Background: an optimization exercise with open tools, aiming at small area. Do not read the settings as production practice. Where RTL was checked, it was by simulation tests only, not by an equivalence proof against the original. Function not checked in run 1: the RTL went through the layout flow alone.

==> flow/design.v, too long to show whole: its modules and the start of the top module <==
// module dsp_mac: 432 lines
// module mac_fa: 10 lines
// module mac_ha: 9 lines
// module fir_decim_top: 177 lines
module fir_decim_top(
    input  wire logic                                       clk,
    input  wire logic                                       reset,
    input  wire logic                                       sample_in_rdy,
    input  wire logic signed [fir_decim_pkg::SAMPLE_W-1:0] sample_in_l,
    input  wire logic signed [fir_decim_pkg::SAMPLE_W-1:0] sample_in_r,
    output logic                                            sample_out_rdy,
    output logic      signed [fir_decim_pkg::SAMPLE_W-1:0] sample_out_l,
    output logic      signed [fir_decim_pkg::SAMPLE_W-1:0] sample_out_r,
    output logic                                            overrun,
    output logic                                            init_done
);
  // ...
==> flow/flow/run.sh <==
#!/bin/bash
# The standard layout (the standard.sh, synthesis included), except that
# - the port buffers are the smallest buffer, sky130_fd_sc_hd__buf_1
# - clock tree synthesis inserts no dummy loads (same clustering and buffer
#   as config.mk's CTS settings otherwise)
# All of make's output (every tool's log) goes to standard.log here; ORFS
# also keeps each step's own log under orfs/logs.
set -euo pipefail
export BUFFER_PORTS_ARGS="-buffer_cell sky130_fd_sc_hd__buf_1"
export CTS_ARGS="-sink_clustering_enable -repair_clock_nets -sink_clustering_size 30 -sink_clustering_max_diameter 110 -buf_list sky130_fd_sc_hd__clkbuf_16 -dont_use_dummy_load"
bash standard.sh > standard.log 2>&1
==> flow/standard.sh <==
#!/bin/bash
# synth_recipe.tcl (not shown) runs the flow's synth.tcl, then flattens the netlist and writes it again
# the make line also repeats each setting of config.mk as NAME=value (left out here)
make -C /OpenROAD-flow-scripts/flow DESIGN_CONFIG=/design/flow/config.mk WORK_HOME=/design/flow/orfs CLKGATE_MAP_FILE= SYNTH_SCRIPT=/design/flow/synth_recipe.tcl "${@:-finish}"
==> flow/config.mk <==
export PLATFORM = sky130hd
export DESIGN_NAME = fir_decim_top
export DESIGN_NICKNAME = fir_decim_top
export VERILOG_FILES = /design/flow/design.v
export SDC_FILE = /design/flow/constraint.sdc
export NUM_CORES = 4
export LEC_CHECK = 0
export ABC_AREA = 1
export CAP_MARGIN = 20
export CORE_MARGIN = 2
export CORE_UTILIZATION = 40
export CTS_BUF_LIST = sky130_fd_sc_hd__clkbuf_16
export CTS_CLUSTER_DIAMETER = 110
export CTS_CLUSTER_SIZE = 30
export SLEW_MARGIN = 20
export SYNTH_HIERARCHICAL = 1
export SYNTH_MINIMUM_KEEP_SIZE = 0
==> flow/constraint.sdc <==
create_clock -name core_clock -period 10.0 [get_ports {clk}]
set_input_delay 2.0000 -clock core_clock [delete_from_list [all_inputs] [get_ports {clk}]]
set_output_delay 2.0000 -clock core_clock [all_outputs]
set_load 0.01 [all_outputs]
==> flow_metrics.py, run 1 <==
metrics = {
    "status": {
        "status": "timing/DRC/antenna clean",
    },
    "setup_path": {
        "path_buf_inv": 1,
        "reg2reg_slack_ns": 0.66,
        "crit_slowest_cell": "edfxtp_1",
    },
    "routing": {
        "vias_per_cell": 5.55,
    },
    "layout": {
        "n_all_buffers": 155,
        "multi_input_comb_area_um2": 14600,
        "sh_seq_area": 0.420,
        "regArea_um2": 13400,
    },
    "synthesis": {
        "synth_top_family_by_area": "adder cells",
        "synth-compound-area-share": 0.133,
        "synth-xor-area-share": 0.00962,
        "synth_area_leader_cell": "fa_1",
        "yosysSeqAreaShare": 0.447,
        "synth_warnings": 13,
    },
    "flow_run": {
        "drv_cap": 0,
    },
    "floorplan": {
        "dieWidth_um": 277,
    },
    "grt": {
        "use_met1": 0.326,
    },
    "clock_tree": {
        "ctsHoldBuffers": 0,
        "clkSlewWorstSetupHoldPaths_ns": 0.12,
        "postCtsSetupRepairBufs": 0,
    },
    "sta": {
        "finalWorstSetupSlack_ns": 0.656,
        "rsz0062_at_grt": "false",
    },
}
==> inputs of run 2 (changes only) <==
--- a/flow/design.v
+++ b/flow/design.v
@@ -89,17 +89,17 @@
 `default_nettype none
 module dsp_mac (
     input  wire logic [35:0] acc,
     input  wire logic [17:0] x,
     input  wire logic [30:0] sel,
     output logic      [35:0] sum
 );
     logic [17:0] xn;
-    logic g0_0, g0_1, g0_2, g0_3, g0_4, g0_5, g0_6, g0_7, g0_8, g0_9, g0_10, g0_11, g0_12, g0_13, g0_14, g0_15, g0_16, g0_17, g0_18, cor0, g1_0, g1_1, g1_2, g1_3, g1_4, g1_5, g1_6, g1_7, g1_8, g1_9, g1_10, g1_11, g1_12, g1_13, g1_14, g1_15, g1_16, g1_17, g1_18, cor1, g2_0, g2_1, g2_2, g2_3, g2_4, g2_5, g2_6, g2_7, g2_8, g2_9, g2_10, g2_11, g2_12, g2_13, g2_14, g2_15, g2_16, g2_17, g2_18, cor2, g3_0, g3_1, g3_2, g3_3, g3_4, g3_5, g3_6, g3_7, g3_8, g3_9, g3_10, g3_11, g3_12, g3_13, g3_14, g3_15, g3_16, g3_17, g3_18, cor3, g4_0, g4_1, g4_2, g4_3, g4_4, g4_5, g4_6, g4_7, g4_8, g4_9, g4_10, g4_11, g4_12, g4_13, g4_14, g4_15, g4_16, g4_17, g4_18, cor4, g5_0, g5_1, g5_2, g5_3, g5_4, g5_5, g5_6, g5_7, g5_8, g5_9, g5_10, g5_11, g5_12, g5_13, g5_14, g5_15, g5_16, g5_17, cor5, g6_0, g6_1, g6_2, g6_3, g6_4, g6_5, g6_6, g6_7, g6_8, g6_9, g6_10, g6_11, g6_12, g6_13, g6_14, g6_15, g6_16, g6_17, g6_18, cor6, g7_0, g7_1, g7_2, g7_3, g7_4, g7_5, g7_6, g7_7, g7_8, g7_9, g7_10, g7_11, g7_12, g7_13, g7_14, g7_15, g7_16, g7_17, g7_18, cor7, s1, c2, s3, c4, s5, c6, s7, c8, s9, c10, s11, c12, s13, c14, s15, c16, s17, c18, s19, c20, s21, c22, s23, c24, s25, c26, s27, c28, s29, c30, s31, c32, s33, c34, s35, c36, s37, c38, s39, c40, s41, c42, s43, c44, s45, c46, s47, c48, s49, c50, s51, c52, s53, c54, s55, c56, s57, c58, s59, c60, s61, c62, s63, c64, s65, c66, s67, c68, s69, c70, s71, c72, s73, c74, s75, c76, s77, c78, s79, c80, s81, c82, s83, c84, s85, c86, s87, c88, s89, c90, s91, c92, s93, c94, s95, c96, s97, c98, s99, c100, s101, c102, s103, c104, s105, c106, s107, c108, s109, c110, s111, c112, s113, c114, s115, c116, s117, c118, s119, c120, s121, c122, s123, c124, s125, c126, s127, c128, s129, c130, s131, c132, s133, c134, s135, c136, s137, c138, s139, c140, s141, c142, s143, c144, s145, c146, s147, c148, s149, c150, s151, c152, s153, c154, s155, c156, s157, c158, s159, c160, s161, c162, s163, c164, s165, c166, s167, c168, s169, c170, s171, c172, s173, c174, s175, c176, s177, c178, s179, c180, s181, c182, s183, c184, s185, c186, s187, c188, s189, c190, s191, c192, s193, c194, s195, c196, s197, c198, s199, c200, s201, c202, s203, c204, s205, c206, s207, c208, s209, c210, s211, c212, s213, c214, s215, c216, s217, c218, s219, c220, s221, c222, s223, c224, s225, c226, s227, c228, s229, c230, s231, c232, s233, c234, s235, c236, s237, c238, s239, c240, s241, c242, s243, c244, s245, c246, s247, c248, s249, c250, s251, c252, s253, c254, s255, c256, s257, c258, s259, c260, s261, c262, s263, c264, s265, c266, s267, c268, s269, c270, s271, c272, s273, c274, s275, c276, s277, c278, s279, c280, s281, c282, s283, c284, s285, c286, s287, c288, s289, c290, s291, c292, s293, c294, s295, c296, s297, c298, s299, c300, s301, c302, s303, c304, s305, c306, s307, c308, s309, c310, s311, c312, s313, c314, s315, c316, s317, c318, s319, c320, s321, c322, r323, r324, r325, r326, r327, r328, r329, r330, r331, r332, r333, r334, r335, r336, r337, r338, r339, t340, r341, t342, r343, t344, r345, t346, r347, t348, r349, t350, r351, t352, r353, t354, r355, t356, r357, t358, r359, t360, r361, t362, r363, p364, q365, p366, q367, p368, q369, p370, q371, p372, q373, p374, q375, p376, q377, p378, q379, p380, q381, p382, q383, p384, q385, p386, k387, t388, r389, t390, r391, t392, r393, t394, r395, t396, r397, t398, r399, t400, p401, q402, p403, q404, p405, q406, p407, q408, p409, q410, p411, q412;
+    logic g0_0, g0_1, g0_2, g0_3, g0_4, g0_5, g0_6, g0_7, g0_8, g0_9, g0_10, g0_11, g0_12, g0_13, g0_14, g0_15, g0_16, g0_17, g0_18, cor0, g1_0, g1_1, g1_2, g1_3, g1_4, g1_5, g1_6, g1_7, g1_8, g1_9, g1_10, g1_11, g1_12, g1_13, g1_14, g1_15, g1_16, g1_17, g1_18, cor1, g2_0, g2_1, g2_2, g2_3, g2_4, g2_5, g2_6, g2_7, g2_8, g2_9, g2_10, g2_11, g2_12, g2_13, g2_14, g2_15, g2_16, g2_17, g2_18, cor2, g3_0, g3_1, g3_2, g3_3, g3_4, g3_5, g3_6, g3_7, g3_8, g3_9, g3_10, g3_11, g3_12, g3_13, g3_14, g3_15, g3_16, g3_17, g3_18, cor3, g4_0, g4_1, g4_2, g4_3, g4_4, g4_5, g4_6, g4_7, g4_8, g4_9, g4_10, g4_11, g4_12, g4_13, g4_14, g4_15, g4_16, g4_17, g4_18, cor4, g5_0, g5_1, g5_2, g5_3, g5_4, g5_5, g5_6, g5_7, g5_8, g5_9, g5_10, g5_11, g5_12, g5_13, g5_14, g5_15, g5_16, g5_17, cor5, g6_0, g6_1, g6_2, g6_3, g6_4, g6_5, g6_6, g6_7, g6_8, g6_9, g6_10, g6_11, g6_12, g6_13, g6_14, g6_15, g6_16, g6_17, g6_18, cor6, g7_0, g7_1, g7_2, g7_3, g7_4, g7_5, g7_6, g7_7, g7_8, g7_9, g7_10, g7_11, g7_12, g7_13, g7_14, g7_15, g7_16, g7_17, g7_18, cor7, s1, c2, s3, c4, s5, c6, s7, c8, s9, c10, s11, c12, s13, c14, s15, c16, s17, c18, s19, c20, s21, c22, s23, c24, s25, c26, s27, c28, s29, c30, s31, c32, s33, c34, s35, c36, s37, c38, s39, c40, s41, c42, s43, c44, s45, c46, s47, c48, s49, c50, s51, c52, s53, c54, s55, c56, s57, c58, s59, c60, s61, c62, s63, c64, s65, c66, s67, c68, s69, c70, s71, c72, s73, c74, s75, c76, s77, c78, s79, c80, s81, c82, s83, c84, s85, c86, s87, c88, s89, c90, s91, c92, s93, c94, s95, c96, s97, c98, s99, c100, s101, c102, s103, c104, s105, c106, s107, c108, s109, c110, s111, c112, s113, c114, s115, c116, s117, c118, s119, c120, s121, c122, s123, c124, s125, c126, s127, c128, s129, c130, s131, c132, s133, c134, s135, c136, s137, c138, s139, c140, s141, c142, s143, c144, s145, c146, s147, c148, s149, c150, s151, c152, s153, c154, s155, c156, s157, c158, s159, c160, s161, c162, s163, c164, s165, c166, s167, c168, s169, c170, s171, c172, s173, c174, s175, c176, s177, c178, s179, c180, s181, c182, s183, c184, s185, c186, s187, c188, s189, c190, s191, c192, s193, c194, s195, c196, s197, c198, s199, c200, s201, c202, s203, c204, s205, c206, s207, c208, s209, c210, s211, c212, s213, c214, s215, c216, s217, c218, s219, c220, s221, c222, s223, c224, s225, c226, s227, c228, s229, c230, s231, c232, s233, c234, s235, c236, s237, c238, s239, c240, s241, c242, s243, c244, s245, c246, s247, c248, s249, c250, s251, c252, s253, c254, s255, c256, s257, c258, s259, c260, s261, c262, s263, c264, s265, c266, s267, c268, s269, c270, s271, c272, s273, c274, s275, c276, s277, c278, s279, c280, s281, c282, s283, c284, s285, c286, s287, c288, s289, c290, s291, c292, s293, c294, s295, c296, s297, c298, s299, c300, s301, c302, s303, c304, s305, c306, s307, c308, s309, c310, s311, c312, s313, c314, s315, c316, s317, c318, s319, c320, s321, c322, r323, r324, r325, r326, r327, r328, r329, r330, r331, r332, r333, r334, r335, r336, r337, r338, t339, r340, t341, r342, t343, r344, t345, r346, t347, r348, t349, r350, t351, r352, t353, r354, t355, r356, t357, r358, t359, r360, t361, r362, p363, q364, p365, q366, p367, q368, p369, q370, p371, q372, p373, q374, p375, q376, p377, q378, p379, q380, p381, q382, p383, q384, p385, k386, t387, r388, t389, r390, t391, r392, t393, r394, t395, r396, t397, r398, t399, r400, t401, p402, q403, p404, q405, p406, q407, p408, q409, p410, q411, p412, q413, p414, q415;
     assign xn = ~x;
     assign g0_0 = ~((sel[0] & x[0]) | (sel[1] & xn[0]) | sel[2]);
     assign g0_1 = ~((sel[0] & x[1]) | (sel[1] & xn[1]) | (sel[2] & xn[0]));
     assign g0_2 = ~((sel[0] & x[2]) | (sel[1] & xn[2]) | (sel[2] & xn[1]));
     assign g0_3 = ~((sel[0] & x[3]) | (sel[1] & xn[3]) | (sel[2] & xn[2]));
     assign g0_4 = ~((sel[0] & x[4]) | (sel[1] & xn[4]) | (sel[2] & xn[3]));
     assign g0_5 = ~((sel[0] & x[5]) | (sel[1] & xn[5]) | (sel[2] & xn[4]));
     assign g0_6 = ~((sel[0] & x[6]) | (sel[1] & xn[6]) | (sel[2] & xn[5]));
@@ -438,91 +438,94 @@
     mac_fa u_fa159 (.a(c266), .b(s267), .c(r330), .s(sum[8]), .co(r331));
     mac_fa u_fa160 (.a(c268), .b(s269), .c(r331), .s(sum[9]), .co(r332));
     mac_fa u_fa161 (.a(c270), .b(s271), .c(r332), .s(sum[10]), .co(r333));
     mac_fa u_fa162 (.a(c272), .b(s273), .c(r333), .s(sum[11]), .co(r334));
     mac_fa u_fa163 (.a(c274), .b(s275), .c(r334), .s(sum[12]), .co(r335));
     mac_fa u_fa164 (.a(c276), .b(s277), .c(r335), .s(sum[13]), .co(r336));
     mac_fa u_fa165 (.a(c278), .b(s279), .c(r336), .s(sum[14]), .co(r337));
     mac_fa u_fa166 (.a(c280), .b(s281), .c(r337), .s(sum[15]), .co(r338));
-    mac_fa u_fa167 (.a(c282), .b(s283), .c(r338), .s(sum[16]), .co(r339));
-    mac_ha u_ha168 (.a(c284), .b(s285), .s(t340), .co(r341));
-    mac_fa u_fa169 (.a(c286), .b(s287), .c(r341), .s(t342), .co(r343));
-    mac_fa u_fa170 (.a(c288), .b(s289), .c(r343), .s(t344), .co(r345));
-    mac_fa u_fa171 (.a(c290), .b(s291), .c(r345), .s(t346), .co(r347));
-    mac_fa u_fa172 (.a(c292), .b(s293), .c(r347), .s(t348), .co(r349));
-    mac_fa u_fa173 (.a(c294), .b(s295), .c(r349), .s(t350), .co(r351));
-    mac_fa u_fa174 (.a(c296), .b(s297), .c(r351), .s(t352), .co(r353));
-    mac_fa u_fa175 (.a(c298), .b(s299), .c(r353), .s(t354), .co(r355));
-    mac_fa u_fa176 (.a(c300), .b(s301), .c(r355), .s(t356), .co(r357));
-    mac_fa u_fa177 (.a(c302), .b(s303), .c(r357), .s(t358), .co(r359));
-    mac_fa u_fa178 (.a(c304), .b(s305), .c(r359), .s(t360), .co(r361));
-    mac_fa u_fa179 (.a(c306), .b(s307), .c(r361), .s(t362), .co(r363));
-    assign sum[17] = t340 ^ r339;
-    assign p364 = t340;
-    assign q365 = r339 & p364;
-    assign sum[18] = t342 ^ q365;
-    assign p366 = p364 & t342;
-    assign q367 = r339 & p366;
-    assign sum[19] = t344 ^ q367;
-    assign p368 = p366 & t344;
-    assign q369 = r339 & p368;
-    assign sum[20] = t346 ^ q369;
-    assign p370 = p368 & t346;
-    assign q371 = r339 & p370;
-    assign sum[21] = t348 ^ q371;
-    assign p372 = p370 & t348;
-    assign q373 = r339 & p372;
-    assign sum[22] = t350 ^ q373;
-    assign p374 = p372 & t350;
-    assign q375 = r339 & p374;
-    assign sum[23] = t352 ^ q375;
-    assign p376 = p374 & t352;
-    assign q377 = r339 & p376;
-    assign sum[24] = t354 ^ q377;
-    assign p378 = p376 & t354;
-    assign q379 = r339 & p378;
-    assign sum[25] = t356 ^ q379;
-    assign p380 = p378 & t356;
-    assign q381 = r339 & p380;
-    assign sum[26] = t358 ^ q381;
-    assign p382 = p380 & t358;
-    assign q383 = r339 & p382;
-    assign sum[27] = t360 ^ q383;
-    assign p384 = p382 & t360;
-    assign q385 = r339 & p384;
-    assign sum[28] = t362 ^ q385;
-    assign p386 = p384 & t362;
-    assign k387 = r363 | (r339 & p386);
-    mac_ha u_ha180 (.a(c308), .b(s309), .s(t388), .co(r389));
-    mac_fa u_fa181 (.a(c310), .b(s311), .c(r389), .s(t390), .co(r391));
-    mac_fa u_fa182 (.a(c312), .b(s313), .c(r391), .s(t392), .co(r393));
-    mac_fa u_fa183 (.a(c314), .b(s315), .c(r393), .s(t394), .co(r395));
-    mac_fa u_fa184 (.a(c316), .b(s317), .c(r395), .s(t396), .co(r397));
-    mac_fa u_fa185 (.a(c318), .b(s319), .c(r397), .s(t398), .co(r399));
-    assign t400 = c320 ^ s321 ^ r399;
-    assign sum[29] = t388 ^ k387;
-    assign p401 = t388;
-    assign q402 = k387 & p401;
-    assign sum[30] = t390 ^ q402;
-    assign p403 = p401 & t390;
-    assign q404 = k387 & p403;
-    assign sum[31] = t392 ^ q404;
-    assign p405 = p403 & t392;
-    assign q406 = k387 & p405;
-    assign sum[32] = t394 ^ q406;
-    assign p407 = p405 & t394;
-    assign q408 = k387 & p407;
-    assign sum[33] = t396 ^ q408;
-    assign p409 = p407 & t396;
-    assign q410 = k387 & p409;
-    assign sum[34] = t398 ^ q410;
-    assign p411 = p409 & t398;
-    assign q412 = k387 & p411;
-    assign sum[35] = t400 ^ q412;
+    mac_ha u_ha167 (.a(c282), .b(s283), .s(t339), .co(r340));
+    mac_fa u_fa168 (.a(c284), .b(s285), .c(r340), .s(t341), .co(r342));
+    mac_fa u_fa169 (.a(c286), .b(s287), .c(r342), .s(t343), .co(r344));
+    mac_fa u_fa170 (.a(c288), .b(s289), .c(r344), .s(t345), .co(r346));
+    mac_fa u_fa171 (.a(c290), .b(s291), .c(r346), .s(t347), .co(r348));
+    mac_fa u_fa172 (.a(c292), .b(s293), .c(r348), .s(t349), .co(r350));
+    mac_fa u_fa173 (.a(c294), .b(s295), .c(r350), .s(t351), .co(r352));
+    mac_fa u_fa174 (.a(c296), .b(s297), .c(r352), .s(t353), .co(r354));
+    mac_fa u_fa175 (.a(c298), .b(s299), .c(r354), .s(t355), .co(r356));
+    mac_fa u_fa176 (.a(c300), .b(s301), .c(r356), .s(t357), .co(r358));
+    mac_fa u_fa177 (.a(c302), .b(s303), .c(r358), .s(t359), .co(r360));
+    mac_fa u_fa178 (.a(c304), .b(s305), .c(r360), .s(t361), .co(r362));
+    assign sum[16] = t339 ^ r338;
+    assign p363 = t339;
+    assign q364 = r338 & p363;
+    assign sum[17] = t341 ^ q364;
+    assign p365 = p363 & t341;
+    assign q366 = r338 & p365;
+    assign sum[18] = t343 ^ q366;
+    assign p367 = p365 & t343;
+    assign q368 = r338 & p367;
+    assign sum[19] = t345 ^ q368;
+    assign p369 = p367 & t345;
+    assign q370 = r338 & p369;
+    assign sum[20] = t347 ^ q370;
+    assign p371 = p369 & t347;
+    assign q372 = r338 & p371;
+    assign sum[21] = t349 ^ q372;
+    assign p373 = p371 & t349;
+    assign q374 = r338 & p373;
+    assign sum[22] = t351 ^ q374;
+    assign p375 = p373 & t351;
+    assign q376 = r338 & p375;
+    assign sum[23] = t353 ^ q376;
+    assign p377 = p375 & t353;
+    assign q378 = r338 & p377;
+    assign sum[24] = t355 ^ q378;
+    assign p379 = p377 & t355;
+    assign q380 = r338 & p379;
+    assign sum[25] = t357 ^ q380;
+    assign p381 = p379 & t357;
+    assign q382 = r338 & p381;
+    assign sum[26] = t359 ^ q382;
+    assign p383 = p381 & t359;
+    assign q384 = r338 & p383;
+    assign sum[27] = t361 ^ q384;
+    assign p385 = p383 & t361;
+    assign k386 = r362 | (r338 & p385);
+    mac_ha u_ha179 (.a(c306), .b(s307), .s(t387), .co(r388));
+    mac_fa u_fa180 (.a(c308), .b(s309), .c(r388), .s(t389), .co(r390));
+    mac_fa u_fa181 (.a(c310), .b(s311), .c(r390), .s(t391), .co(r392));
+    mac_fa u_fa182 (.a(c312), .b(s313), .c(r392), .s(t393), .co(r394));
+    mac_fa u_fa183 (.a(c314), .b(s315), .c(r394), .s(t395), .co(r396));
+    mac_fa u_fa184 (.a(c316), .b(s317), .c(r396), .s(t397), .co(r398));
+    mac_fa u_fa185 (.a(c318), .b(s319), .c(r398), .s(t399), .co(r400));
+    assign t401 = c320 ^ s321 ^ r400;
+    assign sum[28] = t387 ^ k386;
+    assign p402 = t387;
+    assign q403 = k386 & p402;
+    assign sum[29] = t389 ^ q403;
+    assign p404 = p402 & t389;
+    assign q405 = k386 & p404;
+    assign sum[30] = t391 ^ q405;
+    assign p406 = p404 & t391;
+    assign q407 = k386 & p406;
+    assign sum[31] = t393 ^ q407;
+    assign p408 = p406 & t393;
+    assign q409 = k386 & p408;
+    assign sum[32] = t395 ^ q409;
+    assign p410 = p408 & t395;
+    assign q411 = k386 & p410;
+    assign sum[33] = t397 ^ q411;
+    assign p412 = p410 & t397;
+    assign q413 = k386 & p412;
+    assign sum[34] = t399 ^ q413;
+    assign p414 = p412 & t399;
+    assign q415 = k386 & p414;
+    assign sum[35] = t401 ^ q415;
 endmodule
 module mac_fa (
     input  wire logic a,
     input  wire logic b,
     input  wire logic c,
     output logic      s,
     output logic      co
 );
==> flow/config.mk (replaced) <==
export PLATFORM = sky130hd
export DESIGN_NAME = fir_decim_top
export DESIGN_NICKNAME = fir_decim_top
export VERILOG_FILES = /design/flow/design.v
export SDC_FILE = /design/flow/constraint.sdc
export NUM_CORES = 4
export LEC_CHECK = 0
export ABC_AREA = 1
export CAP_MARGIN = 20
export CORE_MARGIN = 2
export CORE_UTILIZATION = 55
export CTS_BUF_LIST = sky130_fd_sc_hd__clkbuf_16
export CTS_CLUSTER_DIAMETER = 110
export CTS_CLUSTER_SIZE = 30
export PLACE_DENSITY = 0.7
export SLEW_MARGIN = 20
export SYNTH_HIERARCHICAL = 1
export SYNTH_MINIMUM_KEEP_SIZE = 0
==> flow_metrics.py, run 2 <==
metrics = {
    "routing": {
        "drc": 0,
        "finalWirelength_mm": 89.0,
        "drt_pass1_iterations": 6,
        "wire_per_inst_um": 25.5,
        "vias_per_cell": 6.07,
        "drtAntennaViolNets": 0,
        "drtIter0Drc": 2588,
        "dr_total_vias": 21200,
    },
    "setup_path": {
        "path_max_fanout": 14,
        "timing.rr.start": "sel[2]$_SDFF_PP0_",
        "crit_arrival_ns": 9.42,
        "cp.required_ns": 10.53,
        "critPathKind": "flip-flop to flip-flop",
        "timing.critical_path.to_type": "flip-flop",
        "path_buf_inv": 1,
        "max_stage_delay_ns": 0.56,
        "start_kind": "flip-flop",
        "crit_slowest_cell": "fa_1",
        "path_cells": "inv_1 > o22ai_1 > a21oi_1 > fa_1 > fa_1 > fa_1 > fa_1 > fa_1 > ha_1 > fa_1 > fa_1 > fa_1 > fa_1 > fa_1 > fa_1 > fa_1 > fa_1 > fa_1 > fa_1 > fa_1 > nand3_2 > nand2_4 > ha_1 > xor2_1",
        "crit_family": "adder cells",
        "path_common_cell": "fa_1",
        "critPathLaunch": "sel[2]$_SDFF_PP0_",
    },
    "layout": {
        "regArea_um2": 13400,
        "final_common_cell": "nand2_1",
        "fillers": 4533,
        "instances_no_fill": 3487,
        "layout_common_cells": "nand2_1 (327), fa_1 (326), dfxtp_1 (316)",
        "multi_input_comb_area_um2": 14700,
        "syn_to_final_growth_pct": 5.32,
        "fin_nets": 3239,
        "drive_above_1_share": 0.0717,
        "reg_top3": "q x144, ring_l x144, ring_r x144",
    },
    "grt": {
        "grtUsageTotal": 0.322,
        "grt_start_max_net_pins": 82,
        "grt_antenna_before_repair": 2,
        "grt_overflow_total": 0,
        "grt_pass1_wl_mm": 134,
        "first_global_vias": 21700,
    },
    "floorplan": {
        "fp-row-count": 85,
        "die_area_um2": 56400,
        "die_h_um": 238,
        "fp.coreArea_um2": 53900,
        "dieWidth_um": 238,
        "initial_utilization": 0.556,
        "io_pins": 78,
    },
    "synthesis": {
        "yosysSeqAreaShare": 0.446,
        "synth_area_leaders": "fa_1 (22%), dfxtp_1 (21%), edfxtp_1 (18%)",
        "synthFlopType": "dfxtp_1",
        "ys_top_cells_by_count": "nand2_1 (328), fa_1 (326), dfxtp_1 (318)",
        "synth-edff-count": 180,
        "synth.distinct_cells": 50,
        "syn_area_um2": 30000,
        "synth_warnings": 13,
        "syn_inst": 2795,
        "avgSynthCellArea_um2": 10.7,
        "syn_nets": 3242,
        "ys_ff_latch": 562,
        "synth.most_common_cell": "nand2_1",
        "synth_area_leader_cell": "fa_1",
        "yosysTopAreaCellShare": 0.218,
        "ys_async_sr_fraction": 0.114,
    },
    "sta": {
        "hold_viol_final": 0,
        "max_clock_freq_mhz": 112,
        "fin_hold_ws_ns": 0.303,
        "slew_viol_final": 0,
        "setup_viol": 0,
        "rsz0062_at_grt": "false",
        "finalWorstSetupSlack_ns": 1.10,
        "period_needed_ns": 8.90,
        "fin_crit_sh": 0.890,
        "skew_ns": 0.0430,
        "fin_tns_setup_ns": 0,
        "relSlewSlack": 0.312,
        "worstMarginPinSlew_ns": 1.03,
    },
    "status": {
        "status": "timing/DRC/antenna clean",
    },
    "clock_tree": {
        "clkLatencyLatePin_ns": 0.60,
        "cts_sinks": 562,
        "cts_tree": "built",
        "cts_buffers": 23,
        "clkSlewWorstSetupHoldPaths_ns": 0.12,
        "cts_max_level": 1,
        "clk_path_buf_depth": 3,
        "cts_resized": 0,
        "cts_root_buffer": "clkbuf_16",
        "ctsHoldBuffers": 0,
        "postCtsSetupRepairBufs": 0,
    },
    "placement": {
        "dpl.cell_count": 3463,
        "portBuffers": 77,
        "gp_congestion": 1.04,
        "hpwl_mm": 66.5,
        "dpl_worst_slack_ns": 1.05,
    },
    "min_path": {
        "hold_start": "ring_r[1][3]$_DFF_P_",
        "hold_path.class": "flip-flop to flip-flop",
    },
    "flow_run": {
        "drv_cap": 0,
    },
}
[run 2: cell types whose count changed after synthesis, moves of 4 or more]
cell      delta
buf_1        +8
clkbuf_1    -10
inv_1        +4
nand2_1      +4
xnor2_1      +4
xor2_1       -4
[run 2: path summary, 6_finish.rpt]
| path | to | slack, ns | cells after the start |
|---|---|---|---|
| worst max-delay path | ring_l[3][29]$_DFF_P_ | 1.10 | 24 |
| worst min-delay path | ring_r[0][3]$_DFF_P_ | 0.30 | 0 |
| worst max register to register | ring_l[3][29]$_DFF_P_ | 1.10 | 24 |
| worst min register to register | ring_r[0][3]$_DFF_P_ | 0.30 | 0 |
| max in group asynchronous | qv[3]$_DFF_PP0_ | 7.71 | 3 |
| min in group asynchronous | sample_out_rdy$_DFF_PP0_ | 1.65 | 3 |
[run 2: metal layers]
layer	vias up	wire [µm]	track usage
li1	9293	-	-
met1	10500	36400	0.449
met2	1131	38900	0.481
met3	200	9810	0.0897
met4	2	3900	0.125
met5	-	10	0
[run 2: worst reg2reg max path: stages, from the launching register on]
cell,delay [ns]
dfxtp_1,0.42
inv_1,0.38
o22ai_1,0.13
a21oi_1,0.27
fa_1,0.48
fa_1,0.48
fa_1,0.40
fa_1,0.54
fa_1,0.42
ha_1,0.21
fa_1,0.40
fa_1,0.40
fa_1,0.39
fa_1,0.40
fa_1,0.40
fa_1,0.39
fa_1,0.39
fa_1,0.39
fa_1,0.38
fa_1,0.39
fa_1,0.56
nand3_2,0.11
nand2_4,0.16
ha_1,0.20
xor2_1,0.15
[run 2: area by class of cell]
class                      instances  share of cell area
multi-input combinational       1734               0.465
sequential                       562               0.424
inverter                         315              0.0376
timing repair buffer             156              0.0283
tap                              696              0.0276
clock buffer                      23              0.0182
antenna                            1           0.0000792
[run 2: cells by family after synthesis]
kind of cell	share of synthesized area
compound gates	0.133
simple gates	0.0811
flops	0.446
buf+inv	0.0655
mux	0.0135
xor+xnor	0.00959
fa+ha+maj	0.252
[run 2: per-module statistics from Yosys (local to each module, per instance)]
module / copies in the design / flops+latches
fir_decim_top: 1 / 562
mac_ha: 44 / 0
mac_fa: 326 / 0
dsp_mac: 2 / 0
[run 2: per-stage QoR]
| stage | instance area [µm²] | util |
|---|---|---|
| 4_1_cts | 31600 | 0.586 |
| 5_1_grt | 31600 | 0.586 |
| 3_3_place_gp | 31000 | 0.575 |
| 6_report | 31600 | 0.586 |
| 3_5_place_dp | 31000 | 0.575 |
| 2_1_floorplan | 30000 | - |
==> inputs of run 3 (changes only) <==
--- a/flow/config.mk
+++ b/flow/config.mk
@@ -9,9 +9,8 @@
 export CAP_MARGIN = 20
 export CORE_MARGIN = 2
-export CORE_UTILIZATION = 55
+export CORE_UTILIZATION = 40
 export CTS_BUF_LIST = sky130_fd_sc_hd__clkbuf_16
 export CTS_CLUSTER_DIAMETER = 110
 export CTS_CLUSTER_SIZE = 30
-export PLACE_DENSITY = 0.7
 export SLEW_MARGIN = 20
 export SYNTH_HIERARCHICAL = 1
==> flow_metrics.py, run 3 <==
metrics = {
    "clock_tree": {
        "cts_resized": 0,
        "cts_tree": "built",
        "cts_sinks": 562,
        "postCtsSetupRepairBufs": 0,
        "cts_buffers": 23,
        "ctsHoldBuffers": 0,
        "cts_root_buffer": "clkbuf_16",
        "cts_max_level": 1,
        "clk_path_buf_depth": 3,
        "clkSlewWorstSetupHoldPaths_ns": 0.11,
        "clkLatencyLatePin_ns": 0.61,
    },
    "synthesis": {
        "syn_nets": 3242,
        "ys_top_cells_by_count": "nand2_1 (328), fa_1 (326), dfxtp_1 (318)",
        "synth.distinct_cells": 50,
        "synthFlopType": "dfxtp_1",
        "ys_async_sr_fraction": 0.114,
        "synth.most_common_cell": "nand2_1",
        "synth_area_leaders": "fa_1 (22%), dfxtp_1 (21%), edfxtp_1 (18%)",
        "syn_area_um2": 30000,
        "ys_ff_latch": 562,
        "synth_area_leader_cell": "fa_1",
        "avgSynthCellArea_um2": 10.7,
        "yosysSeqAreaShare": 0.446,
        "synth-edff-count": 180,
        "yosysTopAreaCellShare": 0.218,
        "synth_warnings": 13,
        "syn_inst": 2795,
    },
    "setup_path": {
        "crit_family": "adder cells",
        "path_max_fanout": 21,
        "start_kind": "flip-flop",
        "cp.required_ns": 10.48,
        "critPathKind": "flip-flop to flip-flop",
        "max_stage_delay_ns": 0.89,
        "path_common_cell": "fa_1",
        "timing.critical_path.to_type": "flip-flop",
        "crit_arrival_ns": 9.37,
        "path_buf_inv": 2,
        "reg2reg_slack_ns": 1.11,
        "crit_slowest_cell": "edfxtp_1",
    },
    "grt": {
        "grt_antenna_before_repair": 0,
        "grt_start_max_net_pins": 82,
        "grtUsageTotal": 0.234,
        "first_global_vias": 21400,
        "grt_overflow_total": 0,
        "grt_pass1_wl_mm": 136,
    },
    "sta": {
        "fin_tns_setup_ns": 0,
        "fin_crit_sh": 0.889,
        "finalWorstSetupSlack_ns": 1.11,
        "relSlewSlack": 0.238,
        "hold_viol_final": 0,
        "max_clock_freq_mhz": 112,
        "slew_viol_final": 0,
        "worstMarginPinSlew_ns": 1.14,
        "skew_ns": 0.0477,
        "period_needed_ns": 8.89,
        "setup_viol": 0,
        "rsz0062_at_grt": "false",
    },
    "layout": {
        "syn_to_final_growth_pct": 6.25,
        "reg_top3": "q x144, ring_l x144, ring_r x144",
        "final_common_cell": "nand2_1",
        "drive_above_1_share": 0.0687,
        "antennaDiodeCount": 0,
        "multi_input_comb_area_um2": 14700,
        "regArea_um2": 13400,
        "layout_common_cells": "nand2_1 (327), fa_1 (326), dfxtp_1 (316)",
        "fillers": 7161,
        "fin_nets": 3230,
    },
    "placement": {
        "portBuffers": 77,
        "hpwl_mm": 65.7,
        "gp_congestion": 0.994,
        "dpl_worst_slack_ns": 1.07,
    },
    "min_path": {
        "hold_path.class": "flip-flop to flip-flop",
    },
    "floorplan": {
        "io_pins": 78,
        "die_area_um2": 77200,
        "fp.coreArea_um2": 74300,
        "fp-row-count": 100,
        "die_h_um": 278,
        "dieWidth_um": 278,
        "initial_utilization": 0.404,
    },
    "routing": {
        "drt_pass1_iterations": 6,
        "vias_per_cell": 5.57,
        "drc": 0,
        "drtAntennaViolNets": 0,
        "dr_total_vias": 20900,
        "drtIter0Drc": 2041,
        "finalWirelength_mm": 89.5,
        "wire_per_inst_um": 23.9,
    },
    "status": {
        "status": "timing/DRC/antenna clean",
    },
    "flow_run": {
        "drv_cap": 0,
    },
}
## run 3: cell families after synthesis
group / synth area share
xor gates and xnor gates: 0.00959
buffers and inverters: 0.0655
muxes: 0.0135
adders and majority gates: 0.252
AOI/OAI and AO/OA: 0.133
DFF: 0.446
and+or+nand+nor: 0.0811
## run 3: layout make-up
cell class / count / area share
inverters: 315 / 0.0373
well taps: 969 / 0.0380
multi-input cells: 1734 / 0.461
clock buffers: 23 / 0.0181
repair buffers: 147 / 0.0262
flip-flops and latches: 562 / 0.420
## run 3: worst paths after layout
check | from | depth (start not counted) | to
min | ring_r[1][19]$_DFF_P_ | 0 | ring_r[0][19]$_DFF_P_
max in group asynchronous | reset | 3 | qv[3]$_DFF_PP0_
min reg2reg | ring_r[1][19]$_DFF_P_ | 0 | ring_r[0][19]$_DFF_P_
min in group asynchronous | reset | 3 | sample_out_r[17]$_DFF_PP0_
max | xr[18]$_DFFE_PN_ | 26 | ring_l[3][29]$_DFF_P_
max reg2reg | xr[18]$_DFFE_PN_ | 26 | ring_l[3][29]$_DFF_P_
## run 3: per-module statistics from Yosys, one instance, submodules excluded
module         flops+latches  cells  cell area, µm²
fir_decim_top            562   1449           17800
dsp_mac                    0    488            2540
mac_fa                     0      1            20.0
mac_ha                     0      1            12.5
## run 3: per-layer routing
metal / GRT usage / wire (µm) / part of all wire / up-vias
met5: 0 / 0 / 0 / -
met4: 0.0743 / 3000 / 0.033 / 0
met2: 0.363 / 40300 / 0.45 / 869
li1: - / - / - / 9276
met1: 0.337 / 40000 / 0.45 / 10600
met3: 0.0343 / 6210 / 0.069 / 143
## run 3: per-stage QoR
step | hold slack, ns | cell area (µm²) | utilization | cells
after floorplan | 0.310 | 30000 | - | 2795
after global placement | 0.310 | 31300 | 0.421 | 3726
after detailed placement | 0.312 | 31300 | 0.421 | 3726
after CTS | 0.307 | 31900 | 0.429 | 3749
after global routing | 0.316 | 31900 | 0.429 | 3750
final | 0.305 | 31900 | 0.429 | 3750

re-timing with driven ports:
No port has a modelled driver above. Below, the same layouts with a new extraction and two added sets of constraints. Step 1 assumes that a clkbuf_16 drives the clock port and a buf_2 every other input. Step 2 also shifts input and output timing later by t, the mid clock arrival at the registers, as if the neighbouring blocks saw the same clock. Three values: no drivers, after step 1, after step 2; two values: the first two.
run	shift t [ns]	slack for setup (ns)	worst setup path after step 2
run 1	0.641	0.656 / 0.656 / 0.656	register to register
run 2	0.635	1.102 / 1.102 / 1.102	register to register
run 3	0.641	1.108 / 1.108 / 1.108	register to register
After both steps setup and hold are still met in every run listed.
